From an optimization exercise on the open Yosys and OpenROAD flow, aimed at small area and a short achievable clock period; shortcuts taken in it are not production practice.
The RTL was checked by simulation tests, not by an equivalence proof against the original design.
Power and IR drop assume default switching activity.

==> run E: inputs <==
==> flow/design.v <==
package armPkg;
  typedef logic [31:0] dataT;      
  typedef logic [3:0]  regAddrT;   
  typedef logic [3:0]  flagsT;     
  typedef enum logic [3:0] {
    aluAnd = 4'h0,
    aluEor = 4'h1,
    aluSub = 4'h2,
    aluRsb = 4'h3,
    aluAdd = 4'h4,
    aluAdc = 4'h5,
    aluSbc = 4'h6,
    aluRsc = 4'h7,
    aluTst = 4'h8,
    aluTeq = 4'h9,
    aluCmp = 4'ha,
    aluCmn = 4'hb,
    aluOrr = 4'hc,
    aluMov = 4'hd,
    aluBic = 4'he,
    aluMvn = 4'hf
  } aluOpT;
  typedef enum logic [1:0] {
    shLsl = 2'b00,
    shLsr = 2'b01,
    shAsr = 2'b10,
    shRor = 2'b11
  } shiftTypeT;
  typedef enum logic {
    modeImm = 1'b0,   
    modeReg = 1'b1    
  } operandModeT;
  localparam regAddrT PcReg    = 4'd15;   
  localparam dataT    NopInstr = '0;      
  localparam int FlagN = 3;
  localparam int FlagZ = 2;
  localparam int FlagC = 1;
  localparam int FlagV = 0;
endpackage
module armCore
#(
  parameter armPkg::dataT ResetAddr = '0
) (
  input  logic            Clk,
  input  logic            Reset,
  input  logic            Hold,
  output armPkg::dataT    InstrAddr,
  input  armPkg::dataT    Instr,
  output logic            WbEnable,
  output armPkg::regAddrT WbReg,
  output armPkg::dataT    WbData,
  output armPkg::flagsT   Flags
);
  logic [31:0] regs [15];
  logic [14:0] valid;                    
  always_ff @(posedge Clk or posedge Reset) begin
    if (Reset) begin
      valid <= '0;
    end else if (WbEnable) begin
      valid[WbReg] <= 1'b1;             
    end
  end
  always_ff @(posedge Clk) begin
    for (int i = 0; i < 15; i++) begin
      if (WbEnable && (WbReg == 4'(i))) regs[i] <= WbData;
    end
  end
  logic [31:2] pc;                       
  logic [31:2] pcInc1, pcInc2;
  assign InstrAddr = {pc, ResetAddr[1:0]};
  assign pcInc1[2] = ~pc[2];
  assign pcInc2[2] = pc[2];
  assign pcInc2[3] = ~pc[3];
  for (genvar i = 3; i < 32; i++) begin : g_inc1
    assign pcInc1[i] = pc[i] ^ (&pc[i-1:2]);
  end
  for (genvar i = 4; i < 32; i++) begin : g_inc2
    assign pcInc2[i] = pc[i] ^ (&pc[i-1:3]);
  end
  logic fImm, fReg, fSup, fCmp, fWrite, fSet, fMovLike;
  assign fImm     = (Instr[27:25] == 3'b001);
  assign fReg     = (Instr[27:25] == 3'b000) && !Instr[4];
  assign fSup     = (fImm || fReg) && (Instr != 32'd0);
  assign fCmp     = (Instr[24:23] == 2'b10);         
  assign fWrite   = fSup && !fCmp && (Instr[15:12] != 4'hf);
  assign fSet     = fSup && Instr[20];
  assign fMovLike = Instr[24] && Instr[23] && Instr[21];   
  logic [4:0] fRot;
  always_comb begin
    if (fImm)                       fRot = {Instr[11:8], 1'b0};
    else if (Instr[6:5] == 2'b00)   fRot = 5'd0 - Instr[11:7];
    else                            fRot = Instr[11:7];
  end
  logic [3:0]  fRm;
  logic [31:0] fRead, fRmVal;
  assign fRm = Instr[3:0];
  always_comb begin
    fRead = (fRm == 4'hf) ? {pcInc2, ResetAddr[1:0]} : 32'd0;
    for (int i = 0; i < 15; i++) begin
      fRead = fRead | ({32{(fRm == 4'(i)) && valid[i]}} & regs[i]);
    end
    if (fImm)                                  fRmVal = {24'd0, Instr[7:0]};
    else if (WbEnable && (WbReg == fRm))       fRmVal = WbData;
    else                                       fRmVal = fRead;
  end
  logic        idWrite, idSet;
  logic        idImm;
  logic [3:0]  idOp;
  logic [3:0]  idRd;
  logic [11:4] idLo;                     
  logic [15:0] idRnOH;                   
  logic [14:0] idRmOH;                   
  logic [3:0]  idRotHi;                  
  logic [7:0]  idRotLo;                  
  logic [31:0] idRmVal;
  always_ff @(posedge Clk or posedge Reset) begin
    if (Reset) begin
      pc      <= ResetAddr[31:2];
      idWrite <= 1'b0;
      idSet   <= 1'b0;
    end else if (!Hold) begin
      pc      <= pcInc1;
      idWrite <= fWrite;
      idSet   <= fSet;
    end
  end
  always_ff @(posedge Clk) begin
    if (!Hold) begin
      idImm   <= fImm;
      idOp    <= Instr[24:21];
      idRd    <= Instr[15:12];
      idLo    <= Instr[11:4];
      idRnOH  <= fMovLike ? 16'd0 : (16'd1 << Instr[19:16]);
      idRmOH  <= fImm ? 15'd0 : 15'((16'd1 << fRm));
      idRotHi <= 4'd1 << fRot[4:3];
      idRotLo <= 8'd1 << fRot[2:0];
    end
  end
  always_ff @(posedge Clk) begin
    if (!Hold)                                         idRmVal <= fRmVal;
    else if (WbEnable && (WbReg != 4'hf) && idRmOH[WbReg]) idRmVal <= WbData;
  end
  logic [31:0] rnVal;
  always_comb begin
    rnVal = idRnOH[15] ? {pcInc1, ResetAddr[1:0]} : 32'd0;
    for (int i = 0; i < 15; i++) begin
      rnVal = rnVal | ({32{idRnOH[i] && valid[i]}} & regs[i]);
    end
  end
  logic [1:0]  shType;
  logic [4:0]  shAmt;
  logic [31:0] shMask;
  logic        shFill;
  assign shType = idLo[6:5];
  assign shAmt  = idLo[11:7];
  always_comb begin
    for (int i = 0; i < 32; i++) begin
      if (idImm || shType == 2'b11)  shMask[i] = 1'b1;
      else if (shType == 2'b00)      shMask[i] = (5'(i) >= shAmt);
      else                           shMask[i] = ({1'b0, 5'(i)} + {1'b0, shAmt}) <= 6'd31;
    end
  end
  assign shFill = !idImm && (shType == 2'b10) && idRmVal[31];
  logic [31:0] rotMid, rotOut, opB;
  always_comb begin
    for (int i = 0; i < 32; i++) begin
      rotMid[i] = 1'b0;
      for (int k = 0; k < 4; k++) rotMid[i] = rotMid[i] | (idRotHi[k] & idRmVal[(i + 8 * k) % 32]);
    end
    for (int i = 0; i < 32; i++) begin
      rotOut[i] = 1'b0;
      for (int j = 0; j < 8; j++) rotOut[i] = rotOut[i] | (idRotLo[j] & rotMid[(i + j) % 32]);
    end
  end
  assign opB = (rotOut & shMask) | (~shMask & {32{shFill}});
  logic dArith, dInvA, dInvB, dCinOne, dCinC, dSelP, dSelG;
  always_comb begin
    dArith  = 1'b1;
    dInvA   = 1'b0;
    dInvB   = 1'b0;
    dCinOne = 1'b0;
    dCinC   = 1'b0;
    dSelP   = 1'b0;
    dSelG   = 1'b0;
    case (idOp)
      4'h0, 4'h8: begin dArith = 1'b0; dSelG = 1'b1; end                  
      4'h1, 4'h9: begin dArith = 1'b0; dSelP = 1'b1; end                  
      4'hc:       begin dArith = 1'b0; dSelP = 1'b1; dSelG = 1'b1; end    
      4'hd:       begin dArith = 1'b0; dSelP = 1'b1; end                  
      4'he:       begin dArith = 1'b0; dSelG = 1'b1; dInvB = 1'b1; end    
      4'hf:       begin dArith = 1'b0; dSelP = 1'b1; dInvB = 1'b1; end    
      4'h2, 4'ha: begin dInvB = 1'b1; dCinOne = 1'b1; end                 
      4'h3:       begin dInvA = 1'b1; dCinOne = 1'b1; end                 
      4'h4, 4'hb: ;                                                       
      4'h5:       dCinC = 1'b1;                                           
      4'h6:       begin dInvB = 1'b1; dCinC = 1'b1; end                   
      default:    begin dInvA = 1'b1; dCinC = 1'b1; end                   
    endcase
  end
  logic [31:0] opX, opY;
  assign opX = rnVal ^ {32{dInvA}};
  assign opY = opB ^ {32{dInvB}};
  logic        exWrite, exSet;
  logic [31:0] exP, exG;
  logic        exArith, exCinOne, exCinC, exSelP, exSelG;
  logic [3:0]  exRd;
  always_ff @(posedge Clk or posedge Reset) begin
    if (Reset) begin
      exWrite <= 1'b0;
      exSet   <= 1'b0;
    end else begin
      exWrite <= idWrite && !Hold;       
      exSet   <= idSet && !Hold;
    end
  end
  always_ff @(posedge Clk) begin
    exP      <= opX ^ opY;
    exG      <= opX & opY;
    exArith  <= dArith;
    exCinOne <= dCinOne;
    exCinC   <= dCinC;
    exSelP   <= dSelP;
    exSelG   <= dSelG;
    exRd     <= idRd;
  end
  logic        cin;
  assign cin = exCinOne || (exCinC && Flags[armPkg::FlagC]);
  logic [31:0] gk, pk, gg, pg;
  logic [32:0] carry;
  always_comb begin
    gk = exG;
    pk = exP;
    for (int d = 1; d < 32; d = d * 2) begin
      gg = gk;
      pg = pk;
      for (int i = d; i < 32; i++) begin
        gg[i] = gk[i] | (pk[i] & gk[i - d]);
        pg[i] = pk[i] & pk[i - d];
      end
      gk = gg;
      pk = pg;
    end
    carry = {gk | (pk & {32{cin}}), cin};
  end
  logic [31:0] sum, logicRes, result;
  logic [31:0] kin;
  logic        zero;
  assign sum      = exP ^ carry[31:0];
  assign logicRes = ({32{exSelP}} & exP) | ({32{exSelG}} & exG);
  assign result   = exArith ? sum : logicRes;
  assign kin  = {exP[30:0] | exG[30:0], cin};
  assign zero = exArith ? &(~(exP ^ kin)) : (logicRes == 32'd0);
  always_ff @(posedge Clk or posedge Reset) begin
    if (Reset) begin
      Flags <= '0;
    end else if (exSet) begin
      Flags[armPkg::FlagN] <= result[31];
      Flags[armPkg::FlagZ] <= zero;
      if (exArith) begin
        Flags[armPkg::FlagC] <= carry[32];
        Flags[armPkg::FlagV] <= carry[32] ^ carry[31];
      end
    end
  end
  logic        memWrite;
  logic [3:0]  memRd;
  logic [31:0] memData;
  always_ff @(posedge Clk or posedge Reset) begin
    if (Reset) begin
      memWrite <= 1'b0;
      WbEnable <= 1'b0;
    end else begin
      memWrite <= exWrite;
      WbEnable <= memWrite;
    end
  end
  always_ff @(posedge Clk) begin
    memRd   <= exRd;
    memData <= result;
    WbReg   <= memRd;
    WbData  <= memData;
  end
endmodule
==> flow/run.sh <==
#!/bin/bash
# synth_recipe.tcl (not shown) runs the flow's synth.tcl, then flattens the netlist and writes it again
# the make line also repeats each setting of config.mk as NAME=value (left out here)
make -C /OpenROAD-flow-scripts/flow DESIGN_CONFIG=/design/flow/config.mk WORK_HOME=/design/flow/orfs CLKGATE_MAP_FILE= SYNTH_SCRIPT=/design/flow/synth_recipe.tcl finish
==> flow/config.mk <==
export PLATFORM = sky130hd
export DESIGN_NAME = armCore
export DESIGN_NICKNAME = armCore
export VERILOG_FILES = /design/flow/design.v
export SDC_FILE = /design/flow/constraint.sdc
export NUM_CORES = 4
export LEC_CHECK = 0
export CAP_MARGIN = 20
export CORE_MARGIN = 2
export CORE_UTILIZATION = 40
export SETUP_SLACK_MARGIN = 3.5
export SLEW_MARGIN = 20
==> flow/constraint.sdc <==
create_clock -name core_clock -period 6.3 [get_ports {Clk}]
set_input_delay 1.2600 -clock core_clock [delete_from_list [all_inputs] [get_ports {Clk}]]
set_output_delay 1.2600 -clock core_clock [all_outputs]
set_load 0.01 [all_outputs]
==> run C (differences from run E) <==
--- a/flow/design.v
+++ b/flow/design.v
@@ -54,28 +54,21 @@
   logic [31:0] regs [15];
   logic [14:0] valid;                    
+  logic [14:0] wbSel;
+  logic [31:0] wbVal;
   always_ff @(posedge Clk or posedge Reset) begin
     if (Reset) begin
       valid <= '0;
-    end else if (WbEnable) begin
-      valid[WbReg] <= 1'b1;             
+    end else begin
+      valid <= valid | wbSel;
     end
   end
   always_ff @(posedge Clk) begin
     for (int i = 0; i < 15; i++) begin
-      if (WbEnable && (WbReg == 4'(i))) regs[i] <= WbData;
+      if (wbSel[i]) regs[i] <= wbVal;
     end
   end
   logic [31:2] pc;                       
-  logic [31:2] pcInc1, pcInc2;
+  logic [31:2] pcNext;                   
   assign InstrAddr = {pc, ResetAddr[1:0]};
-  assign pcInc1[2] = ~pc[2];
-  assign pcInc2[2] = pc[2];
-  assign pcInc2[3] = ~pc[3];
-  for (genvar i = 3; i < 32; i++) begin : g_inc1
-    assign pcInc1[i] = pc[i] ^ (&pc[i-1:2]);
-  end
-  for (genvar i = 4; i < 32; i++) begin : g_inc2
-    assign pcInc2[i] = pc[i] ^ (&pc[i-1:3]);
-  end
   logic fImm, fReg, fSup, fCmp, fWrite, fSet, fMovLike;
   assign fImm     = (Instr[27:25] == 3'b001);
@@ -94,13 +87,16 @@
   logic [3:0]  fRm;
   logic [31:0] fRead, fRmVal;
+  logic        fRmHit, fRmValid;
   assign fRm = Instr[3:0];
   always_comb begin
-    fRead = (fRm == 4'hf) ? {pcInc2, ResetAddr[1:0]} : 32'd0;
+    fRead = 32'd0;                       
     for (int i = 0; i < 15; i++) begin
-      fRead = fRead | ({32{(fRm == 4'(i)) && valid[i]}} & regs[i]);
-    end
-    if (fImm)                                  fRmVal = {24'd0, Instr[7:0]};
-    else if (WbEnable && (WbReg == fRm))       fRmVal = WbData;
-    else                                       fRmVal = fRead;
+      fRead = fRead | ({32{fRm == 4'(i)}} & regs[i]);    
+    end
+    fRmHit   = |(wbSel & 15'((16'd1 << fRm)));
+    fRmValid = fImm || (fRm == 4'hf) || fRmHit || |(valid & 15'((16'd1 << fRm)));
+    if (fImm)         fRmVal = {24'd0, Instr[7:0]};
+    else if (fRmHit)  fRmVal = wbVal;
+    else              fRmVal = fRead;
   end
   logic        idWrite, idSet;
@@ -110,15 +106,18 @@
   logic [11:4] idLo;                     
   logic [15:0] idRnOH;                   
-  logic [14:0] idRmOH;                   
+  logic [15:0] idRmOH;                   
   logic [3:0]  idRotHi;                  
   logic [7:0]  idRotLo;                  
   logic [31:0] idRmVal;
+  logic        idRmValid;                
   always_ff @(posedge Clk or posedge Reset) begin
     if (Reset) begin
       pc      <= ResetAddr[31:2];
+      pcNext  <= ResetAddr[31:2] + 30'd1;
       idWrite <= 1'b0;
       idSet   <= 1'b0;
     end else if (!Hold) begin
-      pc      <= pcInc1;
+      pc      <= pcNext;
+      pcNext  <= pcNext + 30'd1;
       idWrite <= fWrite;
       idSet   <= fSet;
@@ -132,5 +131,5 @@
       idLo    <= Instr[11:4];
       idRnOH  <= fMovLike ? 16'd0 : (16'd1 << Instr[19:16]);
-      idRmOH  <= fImm ? 15'd0 : 15'((16'd1 << fRm));
+      idRmOH  <= fImm ? 16'd0 : (16'd1 << fRm);
       idRotHi <= 4'd1 << fRot[4:3];
       idRotLo <= 8'd1 << fRot[2:0];
@@ -138,10 +137,15 @@
   end
   always_ff @(posedge Clk) begin
-    if (!Hold)                                         idRmVal <= fRmVal;
-    else if (WbEnable && (WbReg != 4'hf) && idRmOH[WbReg]) idRmVal <= WbData;
+    if (!Hold) begin
+      idRmVal   <= fRmVal;
+      idRmValid <= fRmValid;
+    end else if (|(wbSel & idRmOH[14:0])) begin
+      idRmVal   <= wbVal;
+      idRmValid <= 1'b1;
+    end
   end
   logic [31:0] rnVal;
   always_comb begin
-    rnVal = idRnOH[15] ? {pcInc1, ResetAddr[1:0]} : 32'd0;
+    rnVal = idRnOH[15] ? {pcNext, ResetAddr[1:0]} : 32'd0;
     for (int i = 0; i < 15; i++) begin
       rnVal = rnVal | ({32{idRnOH[i] && valid[i]}} & regs[i]);
@@ -156,15 +160,18 @@
   always_comb begin
     for (int i = 0; i < 32; i++) begin
-      if (idImm || shType == 2'b11)  shMask[i] = 1'b1;
+      if (!idRmValid)                shMask[i] = 1'b0;    
+      else if (idImm || shType == 2'b11)  shMask[i] = 1'b1;
       else if (shType == 2'b00)      shMask[i] = (5'(i) >= shAmt);
       else                           shMask[i] = ({1'b0, 5'(i)} + {1'b0, shAmt}) <= 6'd31;
     end
   end
-  assign shFill = !idImm && (shType == 2'b10) && idRmVal[31];
+  logic [31:0] rmVal;
+  assign rmVal  = idRmVal | ({32{idRmOH[15]}} & {pcNext, ResetAddr[1:0]});
+  assign shFill = !idImm && idRmValid && (shType == 2'b10) && rmVal[31];
   logic [31:0] rotMid, rotOut, opB;
   always_comb begin
     for (int i = 0; i < 32; i++) begin
       rotMid[i] = 1'b0;
-      for (int k = 0; k < 4; k++) rotMid[i] = rotMid[i] | (idRotHi[k] & idRmVal[(i + 8 * k) % 32]);
+      for (int k = 0; k < 4; k++) rotMid[i] = rotMid[i] | (idRotHi[k] & rmVal[(i + 8 * k) % 32]);
     end
     for (int i = 0; i < 32; i++) begin
@@ -202,5 +209,5 @@
   assign opY = opB ^ {32{dInvB}};
   logic        exWrite, exSet;
-  logic [31:0] exP, exG;
+  logic [31:0] exX, exP, exG;
   logic        exArith, exCinOne, exCinC, exSelP, exSelG;
   logic [3:0]  exRd;
@@ -215,6 +222,6 @@
   end
   always_ff @(posedge Clk) begin
+    exX      <= opX;
     exP      <= opX ^ opY;
-    exG      <= opX & opY;
     exArith  <= dArith;
     exCinOne <= dCinOne;
@@ -226,4 +233,5 @@
   logic        cin;
   assign cin = exCinOne || (exCinC && Flags[armPkg::FlagC]);
+  assign exG = exX & ~exP;               
   logic [31:0] gk, pk, gg, pg;
   logic [32:0] carry;
@@ -270,7 +278,9 @@
       memWrite <= 1'b0;
       WbEnable <= 1'b0;
+      wbSel    <= '0;
     end else begin
       memWrite <= exWrite;
       WbEnable <= memWrite;
+      wbSel    <= memWrite ? 15'((16'd1 << memRd)) : 15'd0;   
     end
   end
@@ -278,6 +288,9 @@
     memRd   <= exRd;
     memData <= result;
-    WbReg   <= memRd;
-    WbData  <= memData;
+    wbVal   <= memData;
+    if (memWrite) begin                  
+      WbReg  <= memRd;
+      WbData <= memData;
+    end
   end
 endmodule
- SETUP_SLACK_MARGIN: 3.5 -> 3.85
==> run K (differences from run E) <==
--- a/flow/design.v
+++ b/flow/design.v
@@ -54,28 +54,21 @@
   logic [31:0] regs [15];
   logic [14:0] valid;                    
+  logic [14:0] wbSel;
+  logic [31:0] wbVal;
   always_ff @(posedge Clk or posedge Reset) begin
     if (Reset) begin
       valid <= '0;
-    end else if (WbEnable) begin
-      valid[WbReg] <= 1'b1;             
+    end else begin
+      valid <= valid | wbSel;
     end
   end
   always_ff @(posedge Clk) begin
     for (int i = 0; i < 15; i++) begin
-      if (WbEnable && (WbReg == 4'(i))) regs[i] <= WbData;
+      if (wbSel[i]) regs[i] <= wbVal;
     end
   end
   logic [31:2] pc;                       
-  logic [31:2] pcInc1, pcInc2;
+  logic [31:2] pcNext;                   
   assign InstrAddr = {pc, ResetAddr[1:0]};
-  assign pcInc1[2] = ~pc[2];
-  assign pcInc2[2] = pc[2];
-  assign pcInc2[3] = ~pc[3];
-  for (genvar i = 3; i < 32; i++) begin : g_inc1
-    assign pcInc1[i] = pc[i] ^ (&pc[i-1:2]);
-  end
-  for (genvar i = 4; i < 32; i++) begin : g_inc2
-    assign pcInc2[i] = pc[i] ^ (&pc[i-1:3]);
-  end
   logic fImm, fReg, fSup, fCmp, fWrite, fSet, fMovLike;
   assign fImm     = (Instr[27:25] == 3'b001);
@@ -94,13 +87,16 @@
   logic [3:0]  fRm;
   logic [31:0] fRead, fRmVal;
+  logic        fRmHit, fRmValid;
   assign fRm = Instr[3:0];
   always_comb begin
-    fRead = (fRm == 4'hf) ? {pcInc2, ResetAddr[1:0]} : 32'd0;
+    fRead = 32'd0;                       
     for (int i = 0; i < 15; i++) begin
-      fRead = fRead | ({32{(fRm == 4'(i)) && valid[i]}} & regs[i]);
-    end
-    if (fImm)                                  fRmVal = {24'd0, Instr[7:0]};
-    else if (WbEnable && (WbReg == fRm))       fRmVal = WbData;
-    else                                       fRmVal = fRead;
+      fRead = fRead | ({32{fRm == 4'(i)}} & regs[i]);    
+    end
+    fRmHit   = |(wbSel & 15'((16'd1 << fRm)));
+    fRmValid = fImm || (fRm == 4'hf) || fRmHit || |(valid & 15'((16'd1 << fRm)));
+    if (fImm)         fRmVal = {24'd0, Instr[7:0]};
+    else if (fRmHit)  fRmVal = wbVal;
+    else              fRmVal = fRead;
   end
   logic        idWrite, idSet;
@@ -110,15 +106,18 @@
   logic [11:4] idLo;                     
   logic [15:0] idRnOH;                   
-  logic [14:0] idRmOH;                   
+  logic [15:0] idRmOH;                   
   logic [3:0]  idRotHi;                  
   logic [7:0]  idRotLo;                  
   logic [31:0] idRmVal;
+  logic        idRmValid;                
   always_ff @(posedge Clk or posedge Reset) begin
     if (Reset) begin
       pc      <= ResetAddr[31:2];
+      pcNext  <= ResetAddr[31:2] + 30'd1;
       idWrite <= 1'b0;
       idSet   <= 1'b0;
     end else if (!Hold) begin
-      pc      <= pcInc1;
+      pc      <= pcNext;
+      pcNext  <= pcNext + 30'd1;
       idWrite <= fWrite;
       idSet   <= fSet;
@@ -132,5 +131,5 @@
       idLo    <= Instr[11:4];
       idRnOH  <= fMovLike ? 16'd0 : (16'd1 << Instr[19:16]);
-      idRmOH  <= fImm ? 15'd0 : 15'((16'd1 << fRm));
+      idRmOH  <= fImm ? 16'd0 : (16'd1 << fRm);
       idRotHi <= 4'd1 << fRot[4:3];
       idRotLo <= 8'd1 << fRot[2:0];
@@ -138,10 +137,15 @@
   end
   always_ff @(posedge Clk) begin
-    if (!Hold)                                         idRmVal <= fRmVal;
-    else if (WbEnable && (WbReg != 4'hf) && idRmOH[WbReg]) idRmVal <= WbData;
+    if (!Hold) begin
+      idRmVal   <= fRmVal;
+      idRmValid <= fRmValid;
+    end else if (|(wbSel & idRmOH[14:0])) begin
+      idRmVal   <= wbVal;
+      idRmValid <= 1'b1;
+    end
   end
   logic [31:0] rnVal;
   always_comb begin
-    rnVal = idRnOH[15] ? {pcInc1, ResetAddr[1:0]} : 32'd0;
+    rnVal = idRnOH[15] ? {pcNext, ResetAddr[1:0]} : 32'd0;
     for (int i = 0; i < 15; i++) begin
       rnVal = rnVal | ({32{idRnOH[i] && valid[i]}} & regs[i]);
@@ -156,15 +160,18 @@
   always_comb begin
     for (int i = 0; i < 32; i++) begin
-      if (idImm || shType == 2'b11)  shMask[i] = 1'b1;
+      if (!idRmValid)                shMask[i] = 1'b0;    
+      else if (idImm || shType == 2'b11)  shMask[i] = 1'b1;
       else if (shType == 2'b00)      shMask[i] = (5'(i) >= shAmt);
       else                           shMask[i] = ({1'b0, 5'(i)} + {1'b0, shAmt}) <= 6'd31;
     end
   end
-  assign shFill = !idImm && (shType == 2'b10) && idRmVal[31];
+  logic [31:0] rmVal;
+  assign rmVal  = idRmVal | ({32{idRmOH[15]}} & {pcNext, ResetAddr[1:0]});
+  assign shFill = !idImm && idRmValid && (shType == 2'b10) && rmVal[31];
   logic [31:0] rotMid, rotOut, opB;
   always_comb begin
     for (int i = 0; i < 32; i++) begin
       rotMid[i] = 1'b0;
-      for (int k = 0; k < 4; k++) rotMid[i] = rotMid[i] | (idRotHi[k] & idRmVal[(i + 8 * k) % 32]);
+      for (int k = 0; k < 4; k++) rotMid[i] = rotMid[i] | (idRotHi[k] & rmVal[(i + 8 * k) % 32]);
     end
     for (int i = 0; i < 32; i++) begin
@@ -202,5 +209,5 @@
   assign opY = opB ^ {32{dInvB}};
   logic        exWrite, exSet;
-  logic [31:0] exP, exG;
+  logic [31:0] exX, exP, exG;
   logic        exArith, exCinOne, exCinC, exSelP, exSelG;
   logic [3:0]  exRd;
@@ -215,6 +222,6 @@
   end
   always_ff @(posedge Clk) begin
+    exX      <= opX;
     exP      <= opX ^ opY;
-    exG      <= opX & opY;
     exArith  <= dArith;
     exCinOne <= dCinOne;
@@ -226,4 +233,5 @@
   logic        cin;
   assign cin = exCinOne || (exCinC && Flags[armPkg::FlagC]);
+  assign exG = exX & ~exP;               
   logic [31:0] gk, pk, gg, pg;
   logic [32:0] carry;
@@ -270,7 +278,9 @@
       memWrite <= 1'b0;
       WbEnable <= 1'b0;
+      wbSel    <= '0;
     end else begin
       memWrite <= exWrite;
       WbEnable <= memWrite;
+      wbSel    <= memWrite ? 15'((16'd1 << memRd)) : 15'd0;   
     end
   end
@@ -278,6 +288,9 @@
     memRd   <= exRd;
     memData <= result;
-    WbReg   <= memRd;
-    WbData  <= memData;
+    wbVal   <= memData;
+    if (memWrite) begin                  
+      WbReg  <= memRd;
+      WbData <= memData;
+    end
   end
 endmodule
- CTS_CLUSTER_DIAMETER: unset -> 80
- CTS_CLUSTER_SIZE: unset -> 20
- SETUP_SLACK_MARGIN: 3.5 -> 3.85
- TNS_END_PERCENT: unset -> 0
==> notes <==
Run K went through all stages and came out clean. Run E completed without violations. Run C finished with timing, DRC and antenna clean.
Between run E and run C, the lower area after synthesis is in run E (gap 4.9%, measured against run C).
Between run E and run K, the lower sequential cell count is in run E (gap 79).
Sequential power: run E < run C < run K.
Between run E and run K, the lower register-to-register slack is in run E (gap 0.19 ns).
Of run C and run K, run K has the higher clock skew (gap 0.016 ns).

[separate check: timing with driven ports]
Ports are ideal in the flow. The routed layouts listed here were re-timed in OpenROAD.
Step 1, drivers: a clkbuf_16 drives Clk and a buf_2 each remaining input, both assumed.
Step 2 adds t to the input delays and takes it off the output delays; t is the mean of the earliest and latest rising clock arrival at the registers after step 1. Input paths then give back, and output paths get back, about the clock's delay inside the block.
Three values: ideal ports, drivers, drivers and shift; two values: the first two.
run | t (ns) | slack for setup (ns) | worst setup path after step 2
run E | 0.722 | 3.408 / 3.365 / 2.790 | input to register
run C | 0.742 | 3.578 / 3.573 / 2.831 | input to register
run K | 0.720 | 3.596 / 3.596 / 2.929 | input to register
After both steps every run listed still meets setup and hold. The setup slack of run C, which loses most, moves by -0.005 ns with the drivers and by -0.747 ns with both steps.
